What follows belongs to an exercise in optimizing a design on an open flow for small area, a short achievable clock period and few clock cycles; a production flow would make more cautious choices.
In this exercise RTL edits were held to simulation tests only and were not proved equivalent to the original.
Power is estimated from default activity; no workload was simulated.

==> flow/design.v, too long to show whole: its modules and the start of the top module <==
// module ycbcrBlockTop: 1577 lines
module ycbcrBlockTop (
    input  logic        clk,
    input  logic        rst_n,
    input  logic        enable,
    input  logic [63:0] dataRead,
    output logic [10:0] sramRaddr,
    output logic [10:0] sramWaddr,
    output logic [63:0] dataWrite,
    output logic        wen,
    output logic        valid
);
  // ...
==> flow/flow/run.sh <==
#!/bin/bash
# Standard layout, with two changes:
# - between synthesis and floorplan, fixinv.py flips full adders to remove
#   the inverter pairs that Yosys's extract_fa leaves between them (logic
#   unchanged, registers untouched);
# - the port buffers that global placement inserts are buf_2 cells.
set -euo pipefail
R=orfs/results/${FLOW_PLATFORM}/ycbcrBlockTop/base
bash standard.sh synth > synth.log 2>&1
cp $R/1_2_yosys.v $R/1_2_yosys.std.v
python3 flow/fixinv.py $R/1_2_yosys.std.v $R/1_2_yosys.v > fixinv.log 2>&1
rm -f $R/1_synth.odb $R/1_synth.sdc
bash standard.sh "BUFFER_PORTS_ARGS=-buffer_cell sky130_fd_sc_hd__buf_2" finish > layout.log 2>&1
==> flow/flow/fixinv.py <==
#!/usr/bin/env python3
"""Remove inverters around full adders in a flat Yosys netlist.

A full adder is self-dual: FA(~a, ~b, ~c) = (~sum, ~cout).  Yosys's
extract_fa picks either polarity for each adder it finds, which leaves
pairs of inverters between adders.  For each sky130 fa cell this flips the
adder (feeds it the complements of its inputs, so its outputs carry the
complements of the old ones) whenever that lowers the number of inverter
cells, and repeats until no flip helps.  The logic function of every net
that drives a non-inverter load stays the same.

usage: fixinv.py IN.v OUT.v
"""
import re
import sys
from collections import defaultdict

INV = "sky130_fd_sc_hd__inv_1"
FA_PREFIX = "sky130_fd_sc_hd__fa_"
OUT_PINS = {"Y", "X", "Q", "Q_N", "SUM", "COUT", "HI", "LO"}

CELL_RE = re.compile(r"^\s*(sky130_fd_sc_hd__\w+)\s+(\S+)\s*\((.*?)\);", re.S | re.M)
PIN_RE = re.compile(r"\.(\w+)\(([^()]*)\)")


class Netlist:
    def __init__(self, text):
        first = CELL_RE.search(text)
        self.head = text[:first.start()]
        endm = text.rindex("endmodule")
        self.tail = text[endm:]
        self.cells = {}
        self.order = []
        for m in CELL_RE.finditer(text, first.start(), endm):
            typ, name, body = m.group(1), m.group(2), m.group(3)
            pins = [(p, n.strip()) for p, n in PIN_RE.findall(body)]
            self.cells[name] = [typ, dict(pins), [p for p, _ in pins]]
            self.order.append(name)
        # module ports that are outputs count as fixed loads
        self.outputs = set()
        for m in re.finditer(r"^\s*output\s+(\[(\d+):(\d+)\]\s+)?(\S+);", self.head, re.M):
            if m.group(1):
                hi, lo = int(m.group(2)), int(m.group(3))
                for i in range(min(hi, lo), max(hi, lo) + 1):
                    self.outputs.add(f"{m.group(4)}[{i}]")
            else:
                self.outputs.add(m.group(4))
        self.newnets = []
        self.uid = 0
        self.rebuild()

    def rebuild(self):
        self.drv = {}
        self.loads = defaultdict(list)
        for name, (typ, pins, _) in self.cells.items():
            for p, n in pins.items():
                if p in OUT_PINS:
                    self.drv[n] = (name, p)
                else:
                    self.loads[n].append((name, p))

    def is_inv(self, name):
        return self.cells[name][0] == INV

    def inv_of(self, net):
        """a net carrying ~net that exists already, or None"""
        d = self.drv.get(net)
        if d and self.is_inv(d[0]):
            return self.cells[d[0]][1]["A"]
        for (c, p) in self.loads.get(net, []):
            if self.is_inv(c):
                return self.cells[c][1]["Y"]
        return None

    def fixed_loads(self, net):
        """loads that need the net's own polarity"""
        n = sum(1 for c, p in self.loads.get(net, []) if not self.is_inv(c))
        if net in self.outputs:
            n += 1
        return n

    def flip_gain(self, fa):
        typ, pins, _ = self.cells[fa]
        gain = 0
        for p in ("A", "B", "CIN"):
            n = pins[p]
            d = self.drv.get(n)
            if d and self.is_inv(d[0]):
                # the adder would use the inverter's input; the inverter goes
                # if nothing else uses it
                others = [l for l in self.loads[n] if l != (fa, p)]
                if not others and n not in self.outputs:
                    gain += 1
            elif self.inv_of(n) is None:
                gain -= 1
        for p in ("SUM", "COUT"):
            n = pins[p]
            invloads = [c for c, q in self.loads.get(n, []) if self.is_inv(c)]
            gain += len(invloads)
            if self.fixed_loads(n):
                gain -= 1
        return gain

    def new_net(self):
        self.uid += 1
        n = f"_fixinv_{self.uid}_"
        self.newnets.append(n)
        return n

    def add_inv(self, a, y):
        self.uid += 1
        name = f"_fixinv_c{self.uid}_"
        self.cells[name] = [INV, {"A": a, "Y": y}, ["A", "Y"]]
        self.drv[y] = (name, "Y")
        self.loads[a].append((name, "A"))
        return name

    def remove_cell(self, name):
        typ, pins, _ = self.cells.pop(name)
        for p, n in pins.items():
            if p in OUT_PINS:
                if self.drv.get(n) == (name, p):
                    del self.drv[n]
            else:
                self.loads[n] = [l for l in self.loads[n] if l != (name, p)]

    def connect(self, cell, pin, net):
        typ, pins, _ = self.cells[cell]
        old = pins[pin]
        if pin in OUT_PINS:
            if self.drv.get(old) == (cell, pin):
                del self.drv[old]
            self.drv[net] = (cell, pin)
        else:
            self.loads[old] = [l for l in self.loads[old] if l != (cell, pin)]
            self.loads[net].append((cell, pin))
        pins[pin] = net

    def flip(self, fa):
        typ, pins, _ = self.cells[fa]
        for p in ("A", "B", "CIN"):
            n = pins[p]
            c = self.inv_of(n)
            if c is None:
                c = self.new_net()
                self.add_inv(n, c)
            self.connect(fa, p, c)
            d = self.drv.get(n)
            if d and self.is_inv(d[0]) and not self.loads[n] and n not in self.outputs:
                self.remove_cell(d[0])
        for p in ("SUM", "COUT"):
            old = pins[p]
            new = self.new_net()
            self.connect(fa, p, new)
            # inverters on the old net now just pass on the new one
            for c, q in list(self.loads.get(old, [])):
                if self.is_inv(c):
                    y = self.cells[c][1]["Y"]
                    for lc, lp in list(self.loads.get(y, [])):
                        self.connect(lc, lp, new)
                    if y in self.outputs:
                        # keep the port's net: drive it with a buffer-free inverter pair
                        raise RuntimeError("inverter drives an output port")
                    self.remove_cell(c)
            if self.fixed_loads(old):
                self.add_inv(new, old)

    def write(self):
        out = [self.head]
        for n in self.newnets:
            out.append(f"  wire {n};\n")
        for name in list(self.cells):
            typ, pins, porder = self.cells[name]
            conns = ",\n".join(f"    .{p}({pins[p]}{' ' if pins[p].startswith(chr(92)) else ''})"
                                for p in porder)
            out.append(f"  {typ} {name} (\n{conns}\n  );\n")
        out.append(self.tail)
        return "".join(out)


def main():
    text = open(sys.argv[1]).read()
    nl = Netlist(text)
    ninv0 = sum(1 for c in nl.cells.values() if c[0] == INV)
    fas = [n for n, c in nl.cells.items() if c[0].startswith(FA_PREFIX)]
    flips = 0
    for _ in range(20):
        changed = False
        for fa in fas:
            if nl.flip_gain(fa) > 0:
                nl.flip(fa)
                flips += 1
                changed = True
        if not changed:
            break
    # drop inverters whose output drives nothing
    while True:
        dead = [n for n, c in nl.cells.items()
                if c[0] == INV and not nl.loads.get(c[1]["Y"]) and c[1]["Y"] not in nl.outputs]
        if not dead:
            break
        for n in dead:
            nl.remove_cell(n)
    ninv1 = sum(1 for c in nl.cells.values() if c[0] == INV)
    open(sys.argv[2], "w").write(nl.write())
    print(f"fixinv: {len(fas)} adders, {flips} flips, inverters {ninv0} -> {ninv1}")


if __name__ == "__main__":
    main()
==> flow/standard.sh <==
#!/bin/bash
# synth_recipe.tcl (not shown) runs the flow's synth.tcl, then flattens the netlist and writes it again
# the make line also repeats each setting of config.mk as NAME=value (left out here)
make -C /OpenROAD-flow-scripts/flow DESIGN_CONFIG=/design/flow/config.mk WORK_HOME=/design/flow/orfs CLKGATE_MAP_FILE= SYNTH_SCRIPT=/design/flow/synth_recipe.tcl "${@:-finish}"
==> flow/config.mk <==
export PLATFORM = sky130hd
export DESIGN_NAME = ycbcrBlockTop
export DESIGN_NICKNAME = ycbcrBlockTop
export VERILOG_FILES = /design/flow/design.v
export SDC_FILE = /design/flow/constraint.sdc
export NUM_CORES = 4
export LEC_CHECK = 0
export CAP_MARGIN = 20
export CORE_MARGIN = 2
export CORE_UTILIZATION = 60
export CTS_CLUSTER_DIAMETER = 80
export CTS_CLUSTER_SIZE = 20
export SETUP_SLACK_MARGIN = 2.6
export SLEW_MARGIN = 20
==> flow/constraint.sdc <==
create_clock -name core_clock -period 5.0 [get_ports {clk}]
set_input_delay 1.0000 -clock core_clock [delete_from_list [all_inputs] [get_ports {clk}]]
set_output_delay 1.0000 -clock core_clock [all_outputs]
set_load 0.01 [all_outputs]
==> summary.md, run 1 <==
| Metric | Value |
|---|---|
| Final Non-Filler Cells | 3284 |
| Worst flop-to-flop path startpoint | op0_r[1] |
| Combinational Power | 7.43 mW |
| Average via count per standard cell | 5.23 |
| Placer Congestion | 0.874 |
| Switching share of power | 33.9% |
| Placeable core area | 0.0510 mm2 |
| Cell with the most instances on the worst path | sky130_fd_sc_hd__fa_2 |
| Starting density of the core | 60.4% |
| Relative area of non-clock buffer cells in the final design | 3.82% |
| Total Routed Length | 63000 um |
| Violation count after the first detailed-route iteration | 1153 |
| Total track usage | 24.2% |
| Outcome | complete, no violations |
| Achievable frequency | 383 MHz |
| Instance area after placement | 0.0324 mm2 |
| Setup repair after global routing missed its margin | true |
| Worst R2R Setup Slack | 2.39 ns |
| Core occupancy in the finished layout | 68.1% |
| Met1 usage | 34.0% |
| Multi-input gate share of the layout cell area | 37.9% |
| Depth of the most critical reg-to-reg path | 5 |
| Post-layout worst setup margin | 2.39 ns |
| Routed met1 length | 29000 um |
| Port buffer count | 144 |
| Final Cell Area | 0.0347 mm2 |
| Worst setup path startpoint | op0_r[1] |
| Fraction of the cycle the final worst path needs | 52.2% |
| HP Start | cb2_h2[7] |
Testbench counts, summed over its fixed seeds: cycles 2,736.
==> inputs of run 2 (changes only) <==
--- a/flow/design.v
+++ b/flow/design.v
@@ -206,19 +206,19 @@
         y0_s23 <= t_y0_57;
         y0_s24 <= t_y0_59;
         y0_s25 <= t_y0_61;
         y0_s26 <= t_y0_63;
         y0_s27 <= t_y0_65;
         y0_s28 <= t_y0_67;
         y0_s29 <= y0_g[7];
     end
+    logic [7:0] y0_h1;
     logic [15:0] y0_sum;
     assign y0_sum = {1'b0, y0_s14, y0_s13, y0_s12, y0_s11, y0_s10, y0_s9, y0_s8, y0_s7, y0_s6, y0_s5, y0_s4, y0_s3, y0_s2, y0_s1, y0_s0} + {1'b0, y0_s29, y0_s28, y0_s27, y0_s26, y0_s25, y0_s24, y0_s23, y0_s22, y0_s21, y0_s20, y0_s19, y0_s18, y0_s17, y0_s16, y0_s15};
-    logic [7:0] y0_h1;
     assign y0_h1 = y0_sum[15:8];
     logic [7:0] y0_h2;
     logic [7:0] y0_h3;
     always_ff @(posedge clk) begin
         y0_h2 <= y0_h1;
         y0_h3 <= y0_h2;
     end
     logic [7:0] y1_r, y1_g, y1_b, y1_o;
@@ -356,19 +356,19 @@
         y1_s23 <= t_y1_57;
         y1_s24 <= t_y1_59;
         y1_s25 <= t_y1_61;
         y1_s26 <= t_y1_63;
         y1_s27 <= t_y1_65;
         y1_s28 <= t_y1_67;
         y1_s29 <= y1_g[7];
     end
+    logic [7:0] y1_h1;
     logic [15:0] y1_sum;
     assign y1_sum = {1'b0, y1_s14, y1_s13, y1_s12, y1_s11, y1_s10, y1_s9, y1_s8, y1_s7, y1_s6, y1_s5, y1_s4, y1_s3, y1_s2, y1_s1, y1_s0} + {1'b0, y1_s29, y1_s28, y1_s27, y1_s26, y1_s25, y1_s24, y1_s23, y1_s22, y1_s21, y1_s20, y1_s19, y1_s18, y1_s17, y1_s16, y1_s15};
-    logic [7:0] y1_h1;
     assign y1_h1 = y1_sum[15:8];
     logic [7:0] y1_h2;
     logic [7:0] y1_h3;
     always_ff @(posedge clk) begin
         y1_h2 <= y1_h1;
         y1_h3 <= y1_h2;
     end
     logic [7:0] y2_r, y2_g, y2_b, y2_o;
@@ -506,19 +506,19 @@
         y2_s23 <= t_y2_57;
         y2_s24 <= t_y2_59;
         y2_s25 <= t_y2_61;
         y2_s26 <= t_y2_63;
         y2_s27 <= t_y2_65;
         y2_s28 <= t_y2_67;
         y2_s29 <= y2_g[7];
     end
+    logic [7:0] y2_h1;
     logic [15:0] y2_sum;
     assign y2_sum = {1'b0, y2_s14, y2_s13, y2_s12, y2_s11, y2_s10, y2_s9, y2_s8, y2_s7, y2_s6, y2_s5, y2_s4, y2_s3, y2_s2, y2_s1, y2_s0} + {1'b0, y2_s29, y2_s28, y2_s27, y2_s26, y2_s25, y2_s24, y2_s23, y2_s22, y2_s21, y2_s20, y2_s19, y2_s18, y2_s17, y2_s16, y2_s15};
-    logic [7:0] y2_h1;
     assign y2_h1 = y2_sum[15:8];
     logic [7:0] y2_h2;
     logic [7:0] y2_h3;
     always_ff @(posedge clk) begin
         y2_h2 <= y2_h1;
         y2_h3 <= y2_h2;
     end
     logic [7:0] cb0_r, cb0_g, cb0_b, cb0_o;
@@ -690,19 +690,19 @@
         cb0_s21 <= t_cb0_99;
         cb0_s22 <= t_cb0_101;
         cb0_s23 <= t_cb0_103;
         cb0_s24 <= t_cb0_105;
         cb0_s25 <= t_cb0_107;
         cb0_s26 <= t_cb0_109;
         cb0_s27 <= t_cb0_111;
     end
+    logic [7:0] cb0_h1;
     logic [15:0] cb0_sum;
     assign cb0_sum = {cb0_s14, cb0_s13, cb0_s12, cb0_s11, cb0_s10, cb0_s9, cb0_s8, cb0_s7, cb0_s6, cb0_s5, cb0_s4, cb0_s3, cb0_s2, cb0_s1, cb0_s0, 1'b1} + {1'b1, cb0_s27, cb0_s26, cb0_s25, cb0_s24, cb0_s23, cb0_s22, cb0_s21, cb0_s20, cb0_s19, cb0_s18, cb0_s17, cb0_s16, cb0_s15, 1'b1, 1'b0};
-    logic [7:0] cb0_h1;
     assign cb0_h1 = ~cb0_sum[15:8];
     logic [7:0] cb0_h2;
     logic [7:0] cb0_h3;
     logic [7:0] cb0_h4;
     always_ff @(posedge clk) begin
         cb0_h2 <= cb0_h1;
         cb0_h3 <= cb0_h2;
         cb0_h4 <= cb0_h3;
@@ -876,19 +876,19 @@
         cb1_s21 <= t_cb1_99;
         cb1_s22 <= t_cb1_101;
         cb1_s23 <= t_cb1_103;
         cb1_s24 <= t_cb1_105;
         cb1_s25 <= t_cb1_107;
         cb1_s26 <= t_cb1_109;
         cb1_s27 <= t_cb1_111;
     end
+    logic [7:0] cb1_h1;
     logic [15:0] cb1_sum;
     assign cb1_sum = {cb1_s14, cb1_s13, cb1_s12, cb1_s11, cb1_s10, cb1_s9, cb1_s8, cb1_s7, cb1_s6, cb1_s5, cb1_s4, cb1_s3, cb1_s2, cb1_s1, cb1_s0, 1'b1} + {1'b1, cb1_s27, cb1_s26, cb1_s25, cb1_s24, cb1_s23, cb1_s22, cb1_s21, cb1_s20, cb1_s19, cb1_s18, cb1_s17, cb1_s16, cb1_s15, 1'b1, 1'b0};
-    logic [7:0] cb1_h1;
     assign cb1_h1 = ~cb1_sum[15:8];
     logic [7:0] cb1_h2;
     logic [7:0] cb1_h3;
     logic [7:0] cb1_h4;
     always_ff @(posedge clk) begin
         cb1_h2 <= cb1_h1;
         cb1_h3 <= cb1_h2;
         cb1_h4 <= cb1_h3;
@@ -1062,19 +1062,19 @@
         cb2_s21 <= t_cb2_99;
         cb2_s22 <= t_cb2_101;
         cb2_s23 <= t_cb2_103;
         cb2_s24 <= t_cb2_105;
         cb2_s25 <= t_cb2_107;
         cb2_s26 <= t_cb2_109;
         cb2_s27 <= t_cb2_111;
     end
+    logic [7:0] cb2_h1;
     logic [15:0] cb2_sum;
     assign cb2_sum = {cb2_s14, cb2_s13, cb2_s12, cb2_s11, cb2_s10, cb2_s9, cb2_s8, cb2_s7, cb2_s6, cb2_s5, cb2_s4, cb2_s3, cb2_s2, cb2_s1, cb2_s0, 1'b1} + {1'b1, cb2_s27, cb2_s26, cb2_s25, cb2_s24, cb2_s23, cb2_s22, cb2_s21, cb2_s20, cb2_s19, cb2_s18, cb2_s17, cb2_s16, cb2_s15, 1'b1, 1'b0};
-    logic [7:0] cb2_h1;
     assign cb2_h1 = ~cb2_sum[15:8];
     logic [7:0] cb2_h2;
     logic [7:0] cb2_h3;
     logic [7:0] cb2_h4;
     always_ff @(posedge clk) begin
         cb2_h2 <= cb2_h1;
         cb2_h3 <= cb2_h2;
         cb2_h4 <= cb2_h3;
@@ -1228,19 +1228,19 @@
         cr0_s23 <= t_cr0_75;
         cr0_s24 <= t_cr0_77;
         cr0_s25 <= t_cr0_79;
         cr0_s26 <= t_cr0_81;
         cr0_s27 <= t_cr0_83;
         cr0_s28 <= t_cr0_85;
         cr0_s29 <= t_cr0_87;
     end
+    logic [7:0] cr0_h1;
     logic [15:0] cr0_sum;
     assign cr0_sum = {cr0_s14, cr0_s13, cr0_s12, cr0_s11, cr0_s10, cr0_s9, cr0_s8, cr0_s7, cr0_s6, cr0_s5, cr0_s4, cr0_s3, cr0_s2, cr0_s1, cr0_s0, 1'b1} + {cr0_s29, cr0_s28, cr0_s27, cr0_s26, cr0_s25, cr0_s24, cr0_s23, cr0_s22, cr0_s21, cr0_s20, cr0_s19, cr0_s18, cr0_s17, cr0_s16, cr0_s15, 1'b0};
-    logic [7:0] cr0_h1;
     assign cr0_h1 = ~cr0_sum[15:8];
     logic [7:0] cr0_h2;
     logic [7:0] cr0_h3;
     logic [7:0] cr0_h4;
     logic [7:0] cr0_h5;
     always_ff @(posedge clk) begin
         cr0_h2 <= cr0_h1;
         cr0_h3 <= cr0_h2;
@@ -1396,19 +1396,19 @@
         cr1_s23 <= t_cr1_75;
         cr1_s24 <= t_cr1_77;
         cr1_s25 <= t_cr1_79;
         cr1_s26 <= t_cr1_81;
         cr1_s27 <= t_cr1_83;
         cr1_s28 <= t_cr1_85;
         cr1_s29 <= t_cr1_87;
     end
+    logic [7:0] cr1_h1;
     logic [15:0] cr1_sum;
     assign cr1_sum = {cr1_s14, cr1_s13, cr1_s12, cr1_s11, cr1_s10, cr1_s9, cr1_s8, cr1_s7, cr1_s6, cr1_s5, cr1_s4, cr1_s3, cr1_s2, cr1_s1, cr1_s0, 1'b1} + {cr1_s29, cr1_s28, cr1_s27, cr1_s26, cr1_s25, cr1_s24, cr1_s23, cr1_s22, cr1_s21, cr1_s20, cr1_s19, cr1_s18, cr1_s17, cr1_s16, cr1_s15, 1'b0};
-    logic [7:0] cr1_h1;
     assign cr1_h1 = ~cr1_sum[15:8];
     logic [7:0] cr1_h2;
     logic [7:0] cr1_h3;
     logic [7:0] cr1_h4;
     logic [7:0] cr1_h5;
     always_ff @(posedge clk) begin
         cr1_h2 <= cr1_h1;
         cr1_h3 <= cr1_h2;
@@ -1564,19 +1564,19 @@
         cr2_s23 <= t_cr2_75;
         cr2_s24 <= t_cr2_77;
         cr2_s25 <= t_cr2_79;
         cr2_s26 <= t_cr2_81;
         cr2_s27 <= t_cr2_83;
         cr2_s28 <= t_cr2_85;
         cr2_s29 <= t_cr2_87;
     end
+    logic [7:0] cr2_h1;
     logic [15:0] cr2_sum;
     assign cr2_sum = {cr2_s14, cr2_s13, cr2_s12, cr2_s11, cr2_s10, cr2_s9, cr2_s8, cr2_s7, cr2_s6, cr2_s5, cr2_s4, cr2_s3, cr2_s2, cr2_s1, cr2_s0, 1'b1} + {cr2_s29, cr2_s28, cr2_s27, cr2_s26, cr2_s25, cr2_s24, cr2_s23, cr2_s22, cr2_s21, cr2_s20, cr2_s19, cr2_s18, cr2_s17, cr2_s16, cr2_s15, 1'b0};
-    logic [7:0] cr2_h1;
     assign cr2_h1 = ~cr2_sum[15:8];
     logic [7:0] cr2_h2;
     logic [7:0] cr2_h3;
     logic [7:0] cr2_h4;
     logic [7:0] cr2_h5;
     always_ff @(posedge clk) begin
         cr2_h2 <= cr2_h1;
         cr2_h3 <= cr2_h2;
==> flow/config.mk (replaced) <==
export PLATFORM = sky130hd
export DESIGN_NAME = ycbcrBlockTop
export DESIGN_NICKNAME = ycbcrBlockTop
export VERILOG_FILES = /design/flow/design.v
export SDC_FILE = /design/flow/constraint.sdc
export NUM_CORES = 4
export LEC_CHECK = 0
export ABC_AREA = 1
export CAP_MARGIN = 20
export CORE_MARGIN = 2
export CORE_UTILIZATION = 60
export CTS_CLUSTER_DIAMETER = 80
export CTS_CLUSTER_SIZE = 20
export SETUP_SLACK_MARGIN = 2.6
export SLEW_MARGIN = 20
==> summary.md, run 2 <==
| Metric | Value |
|---|---|
| Die Ht | 241 um (was 231 um) |
| Hold violation count in the final report | 0 (unchanged) |
| Lkg Pwr | 17.9 nW (was 15.8 nW) |
| Port buffer count | 144 (unchanged) |
| CTS sink count | 817 (unchanged) |
| Placeable core area | 0.0553 mm2 (was 0.0510 mm2) |
| Average via count per standard cell | 5.15 (was 5.23) |
| Number of cells on the worst hold path | 0 (unchanged) |
| Min-delay worst type | register to register (unchanged) |
| Worst R2R Setup Slack | 2.42 ns (was 2.39 ns) |
| Endpoint of the worst hold-timing path | cr1_h3[3] (was cb2_h3[7]) |
| Shortest period the worst path allows | 2.58 ns (was 2.61 ns) |
| Mean Syn Cell Area | 10.1 um2 (was 13.0 um2) |
| Violation count after the first detailed-route iteration | 1405 (was 1153) |
| Filler Cell Count | 4270 (was 3769) |
| H-tree levels | 2 (unchanged) |
| Number of slew-limit violations in the final report | 0 (unchanged) |
| P_int | 14.5 mW (was 13.8 mW) |
| Achievable frequency | 388 MHz (was 383 MHz) |
| Reg2Reg Capture Point | cb1_s20 (was cr0_s22) |
| Maximum number of pins on one net before global-route repair | 91 (was 78) |
| Sequential share of power | 41.3% (was 46.1%) |
| Switching share of power | 38.3% (was 33.9%) |
| Arrival time at the worst endpoint | 3.14 ns (was 3.09 ns) |
| Vias | 22314 (was 17185) |
| Routed len/inst | 18.0 um (was 19.2 um) |
| Max-cap viol count | 0 (unchanged) |
| Total net switching power | 8.97 mW (was 7.06 mW) |
| Worst clock skew on the final layout | 0.0153 ns (was 0.0264 ns) |
| Clock latency on the worst-skew pair | 0.61 ns (was 0.62 ns) |
| Share of post-route cells with drive strength above 1 | 14.1% (was 19.4%) |
| Yosys warnings | 1 (unchanged) |
| Placer Congestion | 0.984 (was 0.874) |
| Actual transition at the worst max-transition pin | 1.09 ns (was 0.833 ns) |
| Die width | 241 um (was 231 um) |
| Fraction of the cycle the final worst path needs | 51.5% (was 52.2%) |
| Largest registers | P0 (64), P1 (64), dataWrite (64) (unchanged) |
| Setup crit end kind | register (unchanged) |
| Outcome | complete, no violations (unchanged) |
| Commonest non-fill, non-tap cells in the layout | sky130_fd_sc_hd__nand2_1, sky130_fd_sc_hd__dfxtp_1, sky130_fd_sc_hd__inv_1 (was sky130_fd_sc_hd__dfxtp_1, sky130_fd_sc_hd__inv_1, sky130_fd_sc_hd__ha_1) |
| Logic gate share of total power | 40.8% (was 35.6%) |
| Wire length of the first global-routing pass | 123000 um (was 98400 um) |
| I/O pin count | 155 (unchanged) |
| Total congestion overflow after global routing | 0 (unchanged) |
| Worst flop-to-flop path startpoint | op1_r[2] (was op0_r[1]) |
| Final setup violating endpoints | 0 (unchanged) |
| Buffer cell driving the clock tree root | sky130_fd_sc_hd__clkbuf_16 (unchanged) |
| Data required, critical path | 5.56 ns (was 5.48 ns) |
| Depth of the most critical reg-to-reg path | 6 (was 5) |
| Crit path launch type | register (unchanged) |
| HP Start | cr1_h2[3] (was cb2_h2[7]) |
| Number of instances in the synthesized netlist | 3336 (was 2369) |
| Setup repair after global routing missed its margin | true (unchanged) |
| Max FO, Critical Path | 2 (was 4) |
| Initial antenna violation count | 2 (unchanged) |
| Clock transition at the registers of the reported paths | 0.08 ns (about the same) |
| Combined area of all synthesized cells | 0.0338 mm2 (was 0.0308 mm2) |
| Clock tree from TritonCTS | built (unchanged) |
| Post-detailed-route count of antenna-violating nets | 0 (unchanged) |
| Dpl cells | 4185 (was 3143) |
| Startpoint-to-endpoint class of the critical path | register to register (unchanged) |
| Area enclosed by the die boundary | 0.0582 mm2 (was 0.0531 mm2) |
| Power density over the cells | 618 mW/mm2 (was 600 mW/mm2) |
| Final Non-Filler Cells | 4336 (was 3284) |
| Number of iterations in the first detailed-routing pass | 5 (was 7) |
| Number of global-route vias before repair | 22735 (was 17919) |
| Most frequent standard cell in the layout excluding fill and tap cells | sky130_fd_sc_hd__nand2_1 (was sky130_fd_sc_hd__dfxtp_1) |
| Slew headroom | 27.5% (was 44.5%) |
| Post-detail-place hpwl | 61000 um (was 47500 um) |
| Maximum VDD drop | 445 uV (was 340 uV) |
| Starting density of the core | 61.0% (was 60.4%) |
| Post-route DRC | 0 (unchanged) |
| Maximum count of clock buffers along a single path | 3 (unchanged) |
| Clock share of power | 17.8% (was 18.3%) |
| TritonCTS Buffers | 50 (was 47) |
| Site Rows | 86 (was 83) |
| Signed area change from the synthesized netlist to the final layout | 12.4% (was 12.8%) |
| Total Routed Length | 78000 um (was 63000 um) |
| Total track usage | 27.6% (was 24.2%) |
| Number of nets in the finished design | 4154 (was 3174) |
| Total negative setup slack | 0 ns (unchanged) |
## run 2: layer usage
metal / up-vias / GRT usage (%) / part of all wire (%)
met5: - / 0 / 0
met1: 10815 / 36.4 / 44
met3: 103 / 3.45 / 4.2
met4: 0 / 6.79 / 2.2
met2: 483 / 48.3 / 50
li1: 10913 / - / -
## run 2: worst max-delay path by stage
| stage | start | endpoint | slack, ns | cells after the start |
|---|---|---|---|---|
| after global placement | op0_b[4] | cb0_s22 | 2.36 | 6 |
| final | op1_r[2] | cb1_s20 | 2.42 | 6 |
| after CTS | op1_r[6] | cb1_s20 | 2.44 | 6 |
| after global routing | op0_r[6] | cb0_s20 | 2.38 | 6 |
| after detailed placement | op0_b[4] | cb0_s22 | 2.33 | 6 |
| after floorplan | op0_r[6] | cb0_s20 | 2.51 | 6 |
## run 2: metrics by stage
step	worst slack, ns	power [mW]	utilization [%]	instance area, um2	hold WS [ns]
floorplan	2.51	15.9	-	34000	0.310
global placement	2.36	18.9	64.0	35400	0.310
detailed placement	2.33	19.1	64.0	35400	0.312
CTS	2.44	23.5	68.0	37600	0.329
global route	2.38	25.3	68.6	37900	0.333
finish	2.42	23.5	68.6	37900	0.326
## run 2: critical path, stage by stage, from the launching register on
cell and delay [ns]:
sky130_fd_sc_hd__dfxtp_4 0.37, sky130_fd_sc_hd__inv_4 0.04, sky130_fd_sc_hd__fa_2 0.56, sky130_fd_sc_hd__inv_2 0.04, sky130_fd_sc_hd__fa_2 0.55, sky130_fd_sc_hd__fa_2 0.45, sky130_fd_sc_hd__fa_2 0.52
## run 2: layout make-up
class,instances,area [um2],share of cell area [%]
Clock inverter,11,171,0.452
Inverter,452,1800,4.76
Sequential cell,817,16600,43.7
Tap cell,748,936,2.47
Antenna cell,2,5.00,0.0132
Clock buffer,65,1350,3.56
Timing Repair Buffer,221,1350,3.55
Multi-Input combinational cell,2020,15800,41.5
## run 2: what timing repair did
action | 4_1_cts | 5_1_grt
buffers inserted | 55 | 18
gates resized for setup | 106 | 58
hold buffers | 0 | 0
pin swaps | 64 | 60
endpoints found under the setup margin | 81 | 76
cloned | 0 | 0
## run 2: power by group through the flow
stage	combinational (mW)	clock (mW)	sequential, mW
final	9.58	4.18	9.69
after global routing	10.9	4.51	9.89
after CTS	9.48	4.27	9.72
after detailed placement	9.25	0	9.88
after global placement	9.09	0	9.82
after floorplan	6.34	0	9.59
Testbench counts of run 2, summed over its fixed seeds: cycles 2,736.
==> inputs of run 3 (changes only) <==
--- a/flow/config.mk
+++ b/flow/config.mk
@@ -5,11 +5,10 @@
 export SDC_FILE = /design/flow/constraint.sdc
 export NUM_CORES = 4
 export LEC_CHECK = 0
-export ABC_AREA = 1
 export CAP_MARGIN = 20
 export CORE_MARGIN = 2
 export CORE_UTILIZATION = 60
 export CTS_CLUSTER_DIAMETER = 80
 export CTS_CLUSTER_SIZE = 20
-export SETUP_SLACK_MARGIN = 2.6
+export SETUP_SLACK_MARGIN = 2.3
 export SLEW_MARGIN = 20
==> summary.md, run 3 <==
| Metric | Value |
|---|---|
| Outcome | complete, no violations (unchanged) |
| Violation count after the first detailed-route iteration | 1153 (was 1405) |
| Shortest period the worst path allows | 2.68 ns (was 2.58 ns) |
| Clock share of power | 19.1% (was 17.8%) |
| I/O pin count | 155 (unchanged) |
| Max FO, Critical Path | 3 (was 2) |
| Sequence of cells on the critical path | clkinvlp_4 > buf_4 > fa_1 > fa_1 > fa_1 > fa_1 > inv_1 (was inv_4 > fa_2 > inv_2 > fa_2 > fa_2 > fa_2) |
| Lkg Pwr | 15.7 nW (was 17.9 nW) |
| Core occupancy in the finished layout | 66.7% (was 68.6%) |
| Max-cap viol count | 0 (unchanged) |
| Maximum single-stage delay on the critical path | 0.54 ns (was 0.56 ns) |
| Worst setup endpoint | cb0_s24 (was cb1_s20) |
| Achievable frequency | 373 MHz (was 388 MHz) |
| Clock tree from TritonCTS | built (unchanged) |
| Area enclosed by the die boundary | 0.0531 mm2 (was 0.0582 mm2) |
| Share of post-route cells with drive strength above 1 | 13.9% (was 14.1%) |
| Commonest non-fill, non-tap cells in the layout | sky130_fd_sc_hd__dfxtp_1, sky130_fd_sc_hd__inv_1, sky130_fd_sc_hd__fa_1 (was sky130_fd_sc_hd__nand2_1, sky130_fd_sc_hd__dfxtp_1, sky130_fd_sc_hd__inv_1) |
| Reg2Reg Capture Point | cb0_s24 (was cb1_s20) |
| Post-detailed-route count of antenna-violating nets | 0 (unchanged) |
| Data required, critical path | 5.51 ns (was 5.56 ns) |
| Placeable core area | 0.0510 mm2 (was 0.0553 mm2) |
| Vias | 17079 (was 22314) |
| Largest registers | P0 (64), P1 (64), dataWrite (64) (unchanged) |
| Total negative setup slack | 0 ns (unchanged) |
| Starting density of the core | 60.4% (was 61.0%) |
| Clock latency on the worst-skew pair | 0.62 ns (was 0.61 ns) |
| Maximum number of pins on one net before global-route repair | 78 (was 91) |
| Number of nets in the finished design | 3147 (was 4154) |
| Total net switching power | 6.82 mW (was 8.97 mW) |
| Most frequent standard cell in the layout excluding fill and tap cells | sky130_fd_sc_hd__dfxtp_1 (was sky130_fd_sc_hd__nand2_1) |
| Min-delay worst type | register to register (unchanged) |
| Number of global-route vias before repair | 17822 (was 22735) |
| Crit path launch type | register (unchanged) |
| Post-layout worst setup margin | 2.32 ns (was 2.42 ns) |
| Die width | 231 um (was 241 um) |
| Fraction of the cycle the final worst path needs | 53.7% (was 51.5%) |
| Mean Syn Cell Area | 13.0 um2 (was 10.1 um2) |
| Sequential share of power | 47.1% (was 41.3%) |
| Wire length of the first global-routing pass | 97300 um (was 123000 um) |
| Cell with the largest stage delay on the worst path | sky130_fd_sc_hd__fa_1 (was sky130_fd_sc_hd__fa_2) |
| Placer Congestion | 0.889 (was 0.984) |
| Cell with the most instances on the worst path | sky130_fd_sc_hd__fa_1 (was sky130_fd_sc_hd__fa_2) |
| Depth of the most critical reg-to-reg path | 7 (was 6) |
| Combined area of all synthesized cells | 0.0308 mm2 (was 0.0338 mm2) |
| Post-detail-place hpwl | 47100 um (was 61000 um) |
| Number of slew-limit violations in the final report | 0 (unchanged) |
| Signed area change from the synthesized netlist to the final layout | 10.5% (was 12.4%) |
| Setup crit end kind | register (unchanged) |
| Startpoint-to-endpoint class of the critical path | register to register (unchanged) |
| Port buffer count | 144 (unchanged) |
| Routed len/inst | 19.0 um (was 18.0 um) |
| Final Non-Filler Cells | 3245 (was 4336) |
| Hold violation count in the final report | 0 (unchanged) |
| Average via count per standard cell | 5.26 (was 5.15) |
| Antenna diode count | 0 (was 2) |
| Slew headroom | 39.7% (was 27.5%) |
| Maximum count of clock buffers along a single path | 3 (unchanged) |
| Arrival time at the worst endpoint | 3.20 ns (was 3.14 ns) |
| TritonCTS Buffers | 48 (was 50) |
| CTS sink count | 817 (unchanged) |
| Buffer cell driving the clock tree root | sky130_fd_sc_hd__clkbuf_16 (unchanged) |
| Number of hold buffers added after CTS | 0 (unchanged) |
| Worst setup path startpoint | op0_g[7] (was op1_r[2]) |
| Worst R2R Setup Slack | 2.32 ns (was 2.42 ns) |
| Worst hold slack across all endpoints | 0.329 ns (was 0.326 ns) |
| Post-Place Worst Slack | 2.09 ns (was 2.33 ns) |
| Worst flop-to-flop path startpoint | op0_g[7] (was op1_r[2]) |
| Switching share of power | 33.3% (was 38.3%) |
| Total track usage | 23.8% (was 27.6%) |
| Die Ht | 231 um (was 241 um) |
| Number of iterations in the first detailed-routing pass | 9 (was 5) |
| Yosys warnings | 1 (unchanged) |
| H-tree levels | 2 (unchanged) |
| Total congestion overflow after global routing | 0 (unchanged) |
| Post-route DRC | 0 (unchanged) |
| Setup repair after global routing missed its margin | true (unchanged) |
| Worst clock skew on the final layout | 0.0187 ns (was 0.0153 ns) |
| Logic gate share of total power | 33.8% (was 40.8%) |
| Actual transition at the worst max-transition pin | 0.905 ns (was 1.09 ns) |
| Maximum VDD drop | 390 uV (was 445 uV) |
| Dpl cells | 3144 (was 4185) |
| Total Routed Length | 61600 um (was 78000 um) |
| P_int | 13.7 mW (was 14.5 mW) |
| Final setup violating endpoints | 0 (unchanged) |
| Site Rows | 83 (was 86) |
| Initial antenna violation count | 0 (was 2) |
| Power density over the cells | 602 mW/mm2 (was 618 mW/mm2) |
| Number of instances in the synthesized netlist | 2369 (was 3336) |
| Clock transition at the registers of the reported paths | 0.08 ns (about the same) |
run 3: cell types whose count changed in the layout (fill, tap and decap cells not counted), sizes merged, moves of 20 or more:
cell    change
o21ai      -20
a222oi    +101
nand3     -209
nor2       -56
nand2     -742
and2       -21
a21oi      -58
inv        -93
buf        -32
run 3: area by class of cell:
type / instances / area [um2]
fillers: 3860 / 17000
flip-flops and latches: 817 / 16500
multi-input cells: 1128 / 12800
inverters: 371 / 1430
clock buffers: 52 / 1240
repair buffers: 189 / 1070
well taps: 680 / 851
clock inverters: 8 / 118
run 3: through the flow:
stage	power [mW]	cell area, um2
global placement	16.5	32200
CTS	20.7	33800
floorplan	14.3	30800
detailed placement	16.7	32200
finish	20.5	34000
global route	22.1	34000
run 3: critical path, delay by kind of cell (launching register included):
| kind | cells | cell delay, ns |
|---|---|---|
| adder cells (fa/ha/maj) | 4 | 1.90 |
| buffers and inverters | 3 | 0.31 |
| flip-flops | 1 | 0.37 |
run 3: how the worst min path moves through the flow:
stage               startpoint         to  slack (ns)  cells after the start
floorplan               P0[48]     P1[48]        0.31                      0
global placement     cr1_h2[7]  cr1_h3[7]        0.31                      0
detailed placement   cr0_h2[0]  cr0_h3[0]        0.31                      0
CTS                  cr0_h2[2]  cr0_h3[2]        0.33                      0
global route         cr0_h2[2]  cr0_h3[2]        0.33                      0
finish               cr2_h2[1]  cr2_h3[1]        0.33                      0
run 3: routing by layer:
layer  global-route usage (%)  wire length [um]  share of wire, %
met1                     33.2             28000                46
met2                     39.1             29600                48
met3                     3.29              2430               3.9
met4                     6.90              1540               2.5
met5                        0                 0                 0
run 3: power by group through the flow:
stage | Combinational [mW] | Sequential, mW | Clock [mW]
floorplan | 4.72 | 9.59 | 0
global placement | 6.74 | 9.76 | 0
detailed placement | 6.91 | 9.84 | 0
CTS | 7.00 | 9.69 | 4.03
global route | 7.92 | 9.87 | 4.26
finish | 6.92 | 9.66 | 3.91
run 3: what timing repair did:
action	CTS	global route
endpoints found under the setup margin	54	28
setup buffers	16	25
pin swaps	4	13
gates resized for setup	74	36
==> inputs of run 4 (changes only) <==
--- a/flow/config.mk
+++ b/flow/config.mk
@@ -7,8 +7,8 @@
 export LEC_CHECK = 0
 export CAP_MARGIN = 20
 export CORE_MARGIN = 2
-export CORE_UTILIZATION = 60
+export CORE_UTILIZATION = 70
 export CTS_CLUSTER_DIAMETER = 80
 export CTS_CLUSTER_SIZE = 20
-export SETUP_SLACK_MARGIN = 2.3
+export SETUP_SLACK_MARGIN = 2.6
 export SLEW_MARGIN = 20
==> summary.md, run 4 <==
| Metric | Value |
|---|---|
| Power density over the cells | 602 mW/mm2 (about the same) |
| Die width | 214 um (was 231 um) |
| Starting density of the core | 71.2% (was 60.4%) |
| Signed area change from the synthesized netlist to the final layout | 13.5% (was 10.5%) |
| Sequence of cells on the critical path | buf_6 > fa_2 > fa_2 > fa_2 > fa_2 (was clkinvlp_4 > buf_4 > fa_1 > fa_1 > fa_1 > fa_1 > inv_1) |
| Largest registers | P0 (64), P1 (64), dataWrite (64) (unchanged) |
| Setup repair after global routing missed its margin | true (unchanged) |
| Depth of the most critical reg-to-reg path | 5 (was 7) |
| Placer Congestion | 0.937 (was 0.889) |
| Min-delay worst type | register to register (unchanged) |
| Placeable core area | 0.0433 mm2 (was 0.0510 mm2) |
| Violation count after the first detailed-route iteration | 1331 (was 1153) |
| Cell family with the largest share of critical-path delay | adder cells (unchanged) |
| Number of slew-limit violations in the final report | 0 (unchanged) |
| Most frequent standard cell in the layout excluding fill and tap cells | sky130_fd_sc_hd__dfxtp_1 (unchanged) |
| CP bufs+invs | 1 (was 3) |
| Die Ht | 214 um (was 231 um) |
| Number of hold buffers added after CTS | 0 (unchanged) |
| Clock tree from TritonCTS | built (unchanged) |
| Arrival time at the worst endpoint | 3.07 ns (was 3.20 ns) |
| Hold violation count in the final report | 0 (unchanged) |
| Port buffer count | 144 (unchanged) |
| Total track usage | 28.9% (was 23.8%) |
| H-tree levels | 2 (unchanged) |
| Max-cap viol count | 0 (unchanged) |
| Met2 usage in global routing | 48.5% (was 39.1%) |
| Final setup violating endpoints | 0 (unchanged) |
| Clock latency on the worst-skew pair | 0.62 ns (about the same) |
| Crit path launch type | register (unchanged) |
| Met1 usage | 39.8% (was 33.2%) |
| Max FO, Critical Path | 2 (was 3) |
| Mean Syn Cell Area | 13.0 um2 (unchanged) |
| Commonest non-fill, non-tap cells in the layout | sky130_fd_sc_hd__dfxtp_1, sky130_fd_sc_hd__inv_1, sky130_fd_sc_hd__ha_1 (was sky130_fd_sc_hd__dfxtp_1, sky130_fd_sc_hd__inv_1, sky130_fd_sc_hd__fa_1) |
| I/O pin count | 155 (unchanged) |
| Lkg Pwr | 15.9 nW (was 15.7 nW) |
| Maximum count of clock buffers along a single path | 3 (unchanged) |
| Number of cells on the worst hold path | 0 (unchanged) |
| Shortest period the worst path allows | 2.59 ns (was 2.68 ns) |
| Dpl cells | 3049 (was 3144) |
| Area enclosed by the die boundary | 0.0457 mm2 (was 0.0531 mm2) |
| Most Crowded Layer GR | met2 (unchanged) |
| Initial antenna violation count | 1 (was 0) |
| Post-route DRC | 0 (unchanged) |
| Worst clock skew on the final layout | 0.0193 ns (was 0.0187 ns) |
| Total Routed Length | 64800 um (was 61600 um) |
| Startpoint-to-endpoint class of the critical path | register to register (unchanged) |
| Final Non-Filler Cells | 3210 (was 3245) |
| Post-detailed-route count of antenna-violating nets | 0 (unchanged) |
| Endpoint of the worst hold-timing path | cr1_h3[4] (was cr2_h3[1]) |
| Site Rows | 76 (was 83) |
| Yosys warnings | 1 (unchanged) |
| Cell with the largest stage delay on the worst path | sky130_fd_sc_hd__fa_2 (was sky130_fd_sc_hd__fa_1) |
| Wire length of the first global-routing pass | 100000 um (was 97300 um) |
| Number of iterations in the first detailed-routing pass | 9 (unchanged) |
| Achievable frequency | 386 MHz (was 373 MHz) |
| Maximum number of pins on one net before global-route repair | 136 (was 78) |
| Actual transition at the worst max-transition pin | 1.03 ns (was 0.905 ns) |
| Antenna diode count | 0 (unchanged) |
| Maximum single-stage delay on the critical path | 0.55 ns (was 0.54 ns) |
| Overall Power | 21.0 mW (was 20.5 mW) |
| Clock transition at the registers of the reported paths | 0.08 ns (about the same) |
| Setup crit end kind | register (unchanged) |
| TritonCTS Buffers | 49 (was 48) |
| Vias | 17706 (was 17079) |
| Worst R2R Setup Slack | 2.41 ns (was 2.32 ns) |
| Maximum VDD drop | 458 uV (was 390 uV) |
| Routed len/inst | 20.2 um (was 19.0 um) |
| Slew headroom | 31.7% (was 39.7%) |
| Met3 Track Usage GR | 4.26% (was 3.29%) |
| Reg2Reg Capture Point | y1_s22 (was cb0_s24) |
| Number of nets in the finished design | 3195 (was 3147) |
| Post-detail-place hpwl | 47900 um (was 47100 um) |
| Fraction of the cycle the final worst path needs | 51.8% (was 53.7%) |
| Data required, critical path | 5.48 ns (was 5.51 ns) |
| Worst flop-to-flop path startpoint | op1_r[6] (was op0_g[7]) |
| Outcome | complete, no violations (unchanged) |
| Combined area of all synthesized cells | 0.0308 mm2 (unchanged) |
| Number of instances in the synthesized netlist | 2369 (unchanged) |
| CTS sink count | 817 (unchanged) |
| HP Start | cr1_h2[4] (was cr2_h2[1]) |
| Average via count per standard cell | 5.52 (was 5.26) |
| Share of post-route cells with drive strength above 1 | 21.2% (was 13.9%) |
| Number of global-route vias before repair | 18470 (was 17822) |
| Total negative setup slack | 0 ns (unchanged) |
| Buffer cell driving the clock tree root | sky130_fd_sc_hd__clkbuf_16 (unchanged) |
| Cell with the most instances on the worst path | sky130_fd_sc_hd__fa_2 (was sky130_fd_sc_hd__fa_1) |
| Total congestion overflow after global routing | 0 (unchanged) |
-- run 4: changes by cell type in the layout (fill, tap and decap cells not counted), sizes merged --
cell / delta
clkbuf: +11
clkinvlp: -10
inv: +11
buf: +47
bufinv: -1
clkinv: +2
-- run 4: through the flow --
stage	hold WS, ns	setup WS, ns	cell area [um2]	utilization, %
2_1_floorplan	0.310	2.51	31000	-
3_3_place_gp	0.311	2.40	32200	74.5
3_5_place_dp	0.313	2.36	32200	74.5
4_1_cts	0.327	2.43	34400	79.6
5_1_grt	0.335	2.37	34900	80.7
6_report	0.323	2.41	34900	80.7
-- run 4: per-layer routing --
layer / part of all wire, % / vias to the layer above / wire [um]
li1: - / 8329 / -
met1: 44 / 8790 / 28300
met2: 49 / 472 / 31700
met3: 4.6 / 113 / 2950
met4: 2.9 / 2 / 1860
met5: 0.020 / - / 13
-- run 4: worst max path at each step --
stage | start | depth (start not counted) | slack, ns | endpoint
2_1_floorplan | op0_r[6] | 6 | 2.51 | cb0_s20
3_3_place_gp | op0_g[3] | 6 | 2.40 | cb0_s23
3_5_place_dp | op1_g[3] | 6 | 2.36 | cb1_s23
4_1_cts | op1_r[2] | 6 | 2.43 | cb1_s20
5_1_grt | op1_g[7] | 6 | 2.37 | cb1_s23
6_report | op1_r[6] | 5 | 2.41 | y1_s22
-- run 4: power breakdown --
| group | switching [mW] | internal, mW |
|---|---|---|
| clock | 2.10 | 1.84 |
| combinational | 4.06 | 3.35 |
| sequential | 0.943 | 8.74 |
-- run 4: cell type report --
class	instances	area, um2
sequential	817	16600
multi-input combinational	1128	13200
fill	2505	8340
inverter	371	1500
timing repair buffer	236	1490
clock buffer	63	1290
tap	585	732
clock inverter	10	111
-- run 4: what timing repair did --
item,CTS,global route
setup endpoints to repair,81,86
gates resized for setup,127,84
pin swaps,71,76
buffers inserted,61,27
==> inputs of run 5 (changes only) <==
--- a/flow/config.mk
+++ b/flow/config.mk
@@ -7,8 +7,9 @@
 export LEC_CHECK = 0
 export CAP_MARGIN = 20
 export CORE_MARGIN = 2
-export CORE_UTILIZATION = 70
+export CORE_UTILIZATION = 60
 export CTS_CLUSTER_DIAMETER = 80
 export CTS_CLUSTER_SIZE = 20
+export GPL_TIMING_DRIVEN = 0
 export SETUP_SLACK_MARGIN = 2.6
 export SLEW_MARGIN = 20
==> summary.md, run 5 <==
| Metric | Value |
|---|---|
| Outcome | complete, no violations (unchanged) |
| Placer Congestion | 0.926 (was 0.937) |
| Post-route DRC | 0 (unchanged) |
| Min-delay worst type | register to register (unchanged) |
| Vias | 17829 (was 17706) |
| Setup crit end kind | register (unchanged) |
| Final setup violating endpoints | 0 (unchanged) |
| Share of post-route cells with drive strength above 1 | 21.1% (was 21.2%) |
| Sequence of cells on the critical path | inv_6 > fa_2 > fa_2 > fa_2 > fa_1 > inv_1 (was buf_6 > fa_2 > fa_2 > fa_2 > fa_2) |
| Violation count after the first detailed-route iteration | 1261 (was 1331) |
| HP Start | P0[56] (was cr1_h2[4]) |
| TritonCTS Buffers | 48 (was 49) |
| Cell with the largest stage delay on the worst path | sky130_fd_sc_hd__fa_2 (unchanged) |
| Number of hold buffers added after CTS | 0 (unchanged) |
| Worst clock skew on the final layout | 0.0287 ns (was 0.0193 ns) |
| Worst flop-to-flop path startpoint | op1_g[4] (was op1_r[6]) |
| Overall Power | 20.9 mW (was 21.0 mW) |
| Hold violation count in the final report | 0 (unchanged) |
| Max-cap viol count | 0 (unchanged) |
| Number of slew-limit violations in the final report | 0 (unchanged) |
| Routed len/inst | 20.0 um (was 20.2 um) |
| Signed area change from the synthesized netlist to the final layout | 14.8% (was 13.5%) |
| H-tree levels | 2 (unchanged) |
| Maximum VDD drop | 422 uV (was 458 uV) |
| Crit path launch type | register (unchanged) |
| Die width | 231 um (was 214 um) |
| Final Non-Filler Cells | 3363 (was 3210) |
| Area enclosed by the die boundary | 0.0531 mm2 (was 0.0457 mm2) |
| Most frequent standard cell in the layout excluding fill and tap cells | sky130_fd_sc_hd__dfxtp_1 (unchanged) |
| Mean Syn Cell Area | 13.0 um2 (unchanged) |
| Number of global-route vias before repair | 18616 (was 18470) |
| CTS sink count | 817 (unchanged) |
| Actual transition at the worst max-transition pin | 0.914 ns (was 1.03 ns) |
| Total congestion overflow after global routing | 0 (unchanged) |
| Starting density of the core | 60.4% (was 71.2%) |
| Maximum number of pins on one net before global-route repair | 22 (was 136) |
| Average via count per standard cell | 5.30 (was 5.52) |
| Startpoint-to-endpoint class of the critical path | register to register (unchanged) |
| Dpl cells | 3202 (was 3049) |
| Data required, critical path | 5.50 ns (was 5.48 ns) |
| Total Routed Length | 67200 um (was 64800 um) |
| Commonest non-fill, non-tap cells in the layout | sky130_fd_sc_hd__dfxtp_1, sky130_fd_sc_hd__inv_1, sky130_fd_sc_hd__ha_1 (unchanged) |
| Core occupancy in the finished layout | 69.3% (was 80.7%) |
| Power density over the cells | 590 mW/mm2 (was 602 mW/mm2) |
| Achievable frequency | 377 MHz (was 386 MHz) |
| Initial antenna violation count | 0 (was 1) |
| Number of cells on the worst hold path | 0 (unchanged) |
| Worst setup path startpoint | op1_g[4] (was op1_r[6]) |
| Die Ht | 231 um (was 214 um) |
| Largest registers | P0 (64), P1 (64), dataWrite (64) (unchanged) |
| Lkg Pwr | 16.0 nW (was 15.9 nW) |
| Post-detail-place hpwl | 50500 um (was 47900 um) |
| Cell with the most instances on the worst path | sky130_fd_sc_hd__fa_2 (unchanged) |
| Placeable core area | 0.0510 mm2 (was 0.0433 mm2) |
| Post-detailed-route count of antenna-violating nets | 0 (unchanged) |
| Maximum count of clock buffers along a single path | 3 (unchanged) |
| I/O pin count | 155 (unchanged) |
| Setup repair after global routing missed its margin | true (unchanged) |
| Fraction of the cycle the final worst path needs | 53.0% (was 51.8%) |
| Shortest period the worst path allows | 2.65 ns (was 2.59 ns) |
| Site Rows | 83 (was 76) |
| Total track usage | 25.7% (was 28.9%) |
| Combined area of all synthesized cells | 0.0308 mm2 (unchanged) |
| Clock transition at the registers of the reported paths | 0.08 ns (about the same) |
| Worst R2R Setup Slack | 2.35 ns (was 2.41 ns) |
| Yosys warnings | 1 (unchanged) |
| Maximum single-stage delay on the critical path | 0.54 ns (was 0.55 ns) |
| Total negative setup slack | 0 ns (unchanged) |
| Number of iterations in the first detailed-routing pass | 8 (was 9) |
| Slew headroom | 39.1% (was 31.7%) |
| Number of nets in the finished design | 3258 (was 3195) |
| Clock tree from TritonCTS | built (unchanged) |
| Arrival time at the worst endpoint | 3.16 ns (was 3.07 ns) |
| Antenna diode count | 0 (unchanged) |
| Depth of the most critical reg-to-reg path | 6 (was 5) |
| Buffer cell driving the clock tree root | sky130_fd_sc_hd__clkbuf_16 (unchanged) |
| Max FO, Critical Path | 4 (was 2) |
| Clock latency on the worst-skew pair | 0.63 ns (was 0.62 ns) |
| Worst hold slack across all endpoints | 0.321 ns (was 0.323 ns) |
| Wire length of the first global-routing pass | 103000 um (was 100000 um) |
| Number of instances in the synthesized netlist | 2369 (unchanged) |
| Port buffer count | 144 (unchanged) |
-- run 5: per-stage QoR --
step	cell area [um2]	setup WS [ns]
2_1_floorplan	31000	2.51
3_5_place_dp	32600	2.16
4_1_cts	34900	2.35
3_3_place_gp	32600	2.17
6_report	35300	2.35
5_1_grt	35300	2.32
-- run 5: critical path, delay by kind of cell (launching register included) --
kind	cells	cell delay (ns)
flip-flops	1	0.41
buffers and inverters	2	0.11
adder cells (fa/ha/maj)	4	1.99
-- run 5: where the power goes --
group / internal, mW / switching (mW)
clock: 1.80 / 2.09
sequential: 8.74 / 0.882
combinational: 3.32 / 4.03
-- run 5: path summary, 6_finish.rpt --
| path | end |
|---|---|
| worst min-delay path | P1[56] |
| worst min register to register | P1[56] |
| worst max register to register | cb1_s23 |
| worst max-delay path | cb1_s23 |
-- run 5: routing by layer --
metal  share of wire (%)  global-route usage, %
met5                   0                      0
met4                 2.6                   6.94
met2                  49                   43.8
met1                  43                   33.7
met3                 5.5                   5.13
-- run 5: area by class of cell --
cell class,instances,area [um2]
Tap cell,680,851
Buffer,62,273
Fill cell,3695,15600
Clock buffer,60,1260
Sequential cell,817,16600
Timing Repair Buffer,238,1520
Clock inverter,7,116
Multi-Input combinational cell,1128,13300
Inverter,371,1510
-- run 5: repair_timing --
item	in CTS	in global routing
setup endpoints to repair	98	92
setup buffers	72	22
resized for setup	157	67
pin swaps	72	65
==> inputs of run 6 (changes only) <==
--- a/flow/config.mk
+++ b/flow/config.mk
@@ -10,6 +10,5 @@
 export CORE_UTILIZATION = 60
 export CTS_CLUSTER_DIAMETER = 80
 export CTS_CLUSTER_SIZE = 20
-export GPL_TIMING_DRIVEN = 0
 export SETUP_SLACK_MARGIN = 2.6
 export SLEW_MARGIN = 20
==> summary.md, run 6 <==
| Metric | Value |
|---|---|
| Outcome | complete, no violations (unchanged) |
| Setup repair after global routing missed its margin | true (unchanged) |
| Min-delay worst type | register to register (unchanged) |
| Routed len/inst | 19.2 um (was 20.0 um) |
| Die Ht | 231 um (unchanged) |
| CTS sink count | 817 (unchanged) |
| Lkg Pwr | 15.8 nW (was 16.0 nW) |
| Maximum VDD drop | 340 uV (was 422 uV) |
| Violation count after the first detailed-route iteration | 1153 (was 1261) |
| Total track usage | 24.2% (was 25.7%) |
| Vias | 17185 (was 17829) |
| Most frequent standard cell in the layout excluding fill and tap cells | sky130_fd_sc_hd__dfxtp_1 (unchanged) |
| Total negative setup slack | 0 ns (unchanged) |
| Total Routed Length | 63000 um (was 67200 um) |
| Fraction of the cycle the final worst path needs | 52.2% (was 53.0%) |
| Shortest period the worst path allows | 2.61 ns (was 2.65 ns) |
| Cell family with the largest share of critical-path delay | adder cells (unchanged) |
| Number of iterations in the first detailed-routing pass | 7 (was 8) |
| Mean Syn Cell Area | 13.0 um2 (unchanged) |
| Starting density of the core | 60.4% (unchanged) |
| Area enclosed by the die boundary | 0.0531 mm2 (unchanged) |
| Total congestion overflow after global routing | 0 (unchanged) |
| Buffer cell driving the clock tree root | sky130_fd_sc_hd__clkbuf_16 (unchanged) |
| Die width | 231 um (unchanged) |
| Post-layout worst setup margin | 2.39 ns (was 2.35 ns) |
| Wire length of the first global-routing pass | 98400 um (was 103000 um) |
| Crit path launch type | register (unchanged) |
| Port buffer count | 144 (unchanged) |
| Post-route DRC | 0 (unchanged) |
| Number of slew-limit violations in the final report | 0 (unchanged) |
| Hold violation count in the final report | 0 (unchanged) |
| Post-detail-place hpwl | 47500 um (was 50500 um) |
| Post-Place Worst Slack | 2.34 ns (was 2.16 ns) |
| I/O pin count | 155 (unchanged) |
| Data required, critical path | 5.48 ns (was 5.50 ns) |
| Achievable frequency | 383 MHz (was 377 MHz) |
| Clock tree from TritonCTS | built (unchanged) |
| Power density over the cells | 600 mW/mm2 (was 590 mW/mm2) |
| Sequence of cells on the critical path | inv_2 > fa_2 > fa_2 > fa_2 > fa_2 (was inv_6 > fa_2 > fa_2 > fa_2 > fa_1 > inv_1) |
| Max FO, Critical Path | 4 (unchanged) |
| Placer Congestion | 0.874 (was 0.926) |
| Core occupancy in the finished layout | 68.1% (was 69.3%) |
| Yosys warnings | 1 (unchanged) |
| Startpoint-to-endpoint class of the critical path | register to register (unchanged) |
| Largest registers | P0 (64), P1 (64), dataWrite (64) (unchanged) |
| Maximum number of pins on one net before global-route repair | 78 (was 22) |
| TritonCTS Buffers | 47 (was 48) |
| Cell with the most instances on the worst path | sky130_fd_sc_hd__fa_2 (unchanged) |
| Slew headroom | 44.5% (was 39.1%) |
| Clock latency on the worst-skew pair | 0.62 ns (was 0.63 ns) |
| Cell with the largest stage delay on the worst path | sky130_fd_sc_hd__fa_2 (unchanged) |
| Combined area of all synthesized cells | 0.0308 mm2 (unchanged) |
| Post-detailed-route count of antenna-violating nets | 0 (unchanged) |
| Setup crit end kind | register (unchanged) |
| Clock transition at the registers of the reported paths | 0.08 ns (about the same) |
| Worst R2R Setup Slack | 2.39 ns (was 2.35 ns) |
| Initial antenna violation count | 2 (was 0) |
| Worst clock skew on the final layout | 0.0264 ns (was 0.0287 ns) |
| Max-cap viol count | 0 (unchanged) |
| Average via count per standard cell | 5.23 (was 5.30) |
| Site Rows | 83 (unchanged) |
| Placeable core area | 0.0510 mm2 (unchanged) |
| Number of hold buffers added after CTS | 0 (unchanged) |
| Actual transition at the worst max-transition pin | 0.833 ns (was 0.914 ns) |
| Signed area change from the synthesized netlist to the final layout | 12.8% (was 14.8%) |
| Commonest non-fill, non-tap cells in the layout | sky130_fd_sc_hd__dfxtp_1, sky130_fd_sc_hd__inv_1, sky130_fd_sc_hd__ha_1 (unchanged) |
| Maximum single-stage delay on the critical path | 0.57 ns (was 0.54 ns) |
| Number of nets in the finished design | 3174 (was 3258) |
| Final Non-Filler Cells | 3284 (was 3363) |
| Share of post-route cells with drive strength above 1 | 19.4% (was 21.1%) |
| H-tree levels | 2 (unchanged) |
| Worst hold slack across all endpoints | 0.328 ns (was 0.321 ns) |
| Dpl cells | 3143 (was 3202) |
| Final setup violating endpoints | 0 (unchanged) |
| Arrival time at the worst endpoint | 3.09 ns (was 3.16 ns) |
| CP bufs+invs | 1 (was 2) |
| Number of global-route vias before repair | 17919 (was 18616) |
| Number of instances in the synthesized netlist | 2369 (unchanged) |
| Maximum count of clock buffers along a single path | 3 (unchanged) |
==> run 6: timing repair <==
item	CTS	global route
pin swaps	64	56
resized for setup	119	51
setup buffers	54	16
setup endpoints to repair	84	91
==> run 6: worst register-to-register path, stage by stage (launching register included) <==
cell                      delay [ns]
sky130_fd_sc_hd__dfxtp_4        0.39
sky130_fd_sc_hd__inv_2          0.05
sky130_fd_sc_hd__fa_2           0.57
sky130_fd_sc_hd__fa_2           0.46
sky130_fd_sc_hd__fa_2           0.56
sky130_fd_sc_hd__fa_2           0.44
==> run 6: final cells by class <==
type	count	area (um2)
sequential	817	16600
fill	3769	16300
multi-input combinational	1128	13200
inverter	371	1490
timing repair buffer	217	1330
clock buffer	63	1250
tap	680	851
clock inverter	6	78.8
antenna	2	5.00
==> run 6: final timing paths <==
kind                            startpoint   endpoint  cells past startpoint
worst max-delay path              op0_r[1]    cr0_s22                      5
worst min-delay path             cb2_h2[7]  cb2_h3[7]                      0
worst max register to register    op0_r[1]    cr0_s22                      5
worst min register to register   cb2_h2[7]  cb2_h3[7]                      0
==> run 6: layer usage <==
metal	up-vias	track usage, %	share of wire, %
met1	8544	34.0	46
met3	69	3.67	3.9
met2	293	40.5	48
met5	-	0	0
met4	0	4.74	1.7
li1	8279	-	-
==> run 6: power breakdown <==
part	internal (mW)	switching [mW]	total [mW]
logic	3.28	4.15	7.43
clock network	1.76	2.05	3.81
registers	8.74	0.862	9.60
==> run 6: metrics by stage <==
step	power, mW	instance area, um2
6_report	20.8	34700
5_1_grt	22.4	34700
4_1_cts	20.9	34400
3_5_place_dp	16.8	32400
3_3_place_gp	16.6	32400
2_1_floorplan	14.3	31000

port drivers added, routing unchanged:
How much do the figures lean on ideal ports? The routed layouts below were timed once more, with nothing changed but the port constraints. Step 1 sets driving cells, clkbuf_16 on the clock port and buf_2 on the other inputs (assumed; they add their load-dependent delay and slew). Step 2 adds t to the input delays and takes it off the output delays; t is the mean of the earliest and latest rising clock arrival at the registers after step 1. Input paths then give back, and output paths get back, about the clock's delay inside the block. Three values: ideal ports, drivers, drivers and shift; two values: the first two.
| run | shift t [ns] | setup slack, ns | worst register clock-pin slew, ns |
|---|---|---|---|
| run 1 | 0.666 | 2.390 / 2.390 / 2.390 | 0.08 / 0.08 |
| run 2 | 0.669 | 2.424 / 2.424 / 2.424 | 0.08 / 0.08 |
| run 3 | 0.667 | 2.317 / 2.317 / 2.317 | 0.08 / 0.08 |
| run 4 | 0.664 | 2.408 / 2.408 / 2.408 | 0.08 / 0.08 |
| run 5 | 0.677 | 2.348 / 2.348 / 2.348 | 0.09 / 0.09 |
| run 6 | 0.666 | 2.390 / 2.390 / 2.390 | 0.08 / 0.08 |
After both steps every run listed still meets setup and hold.
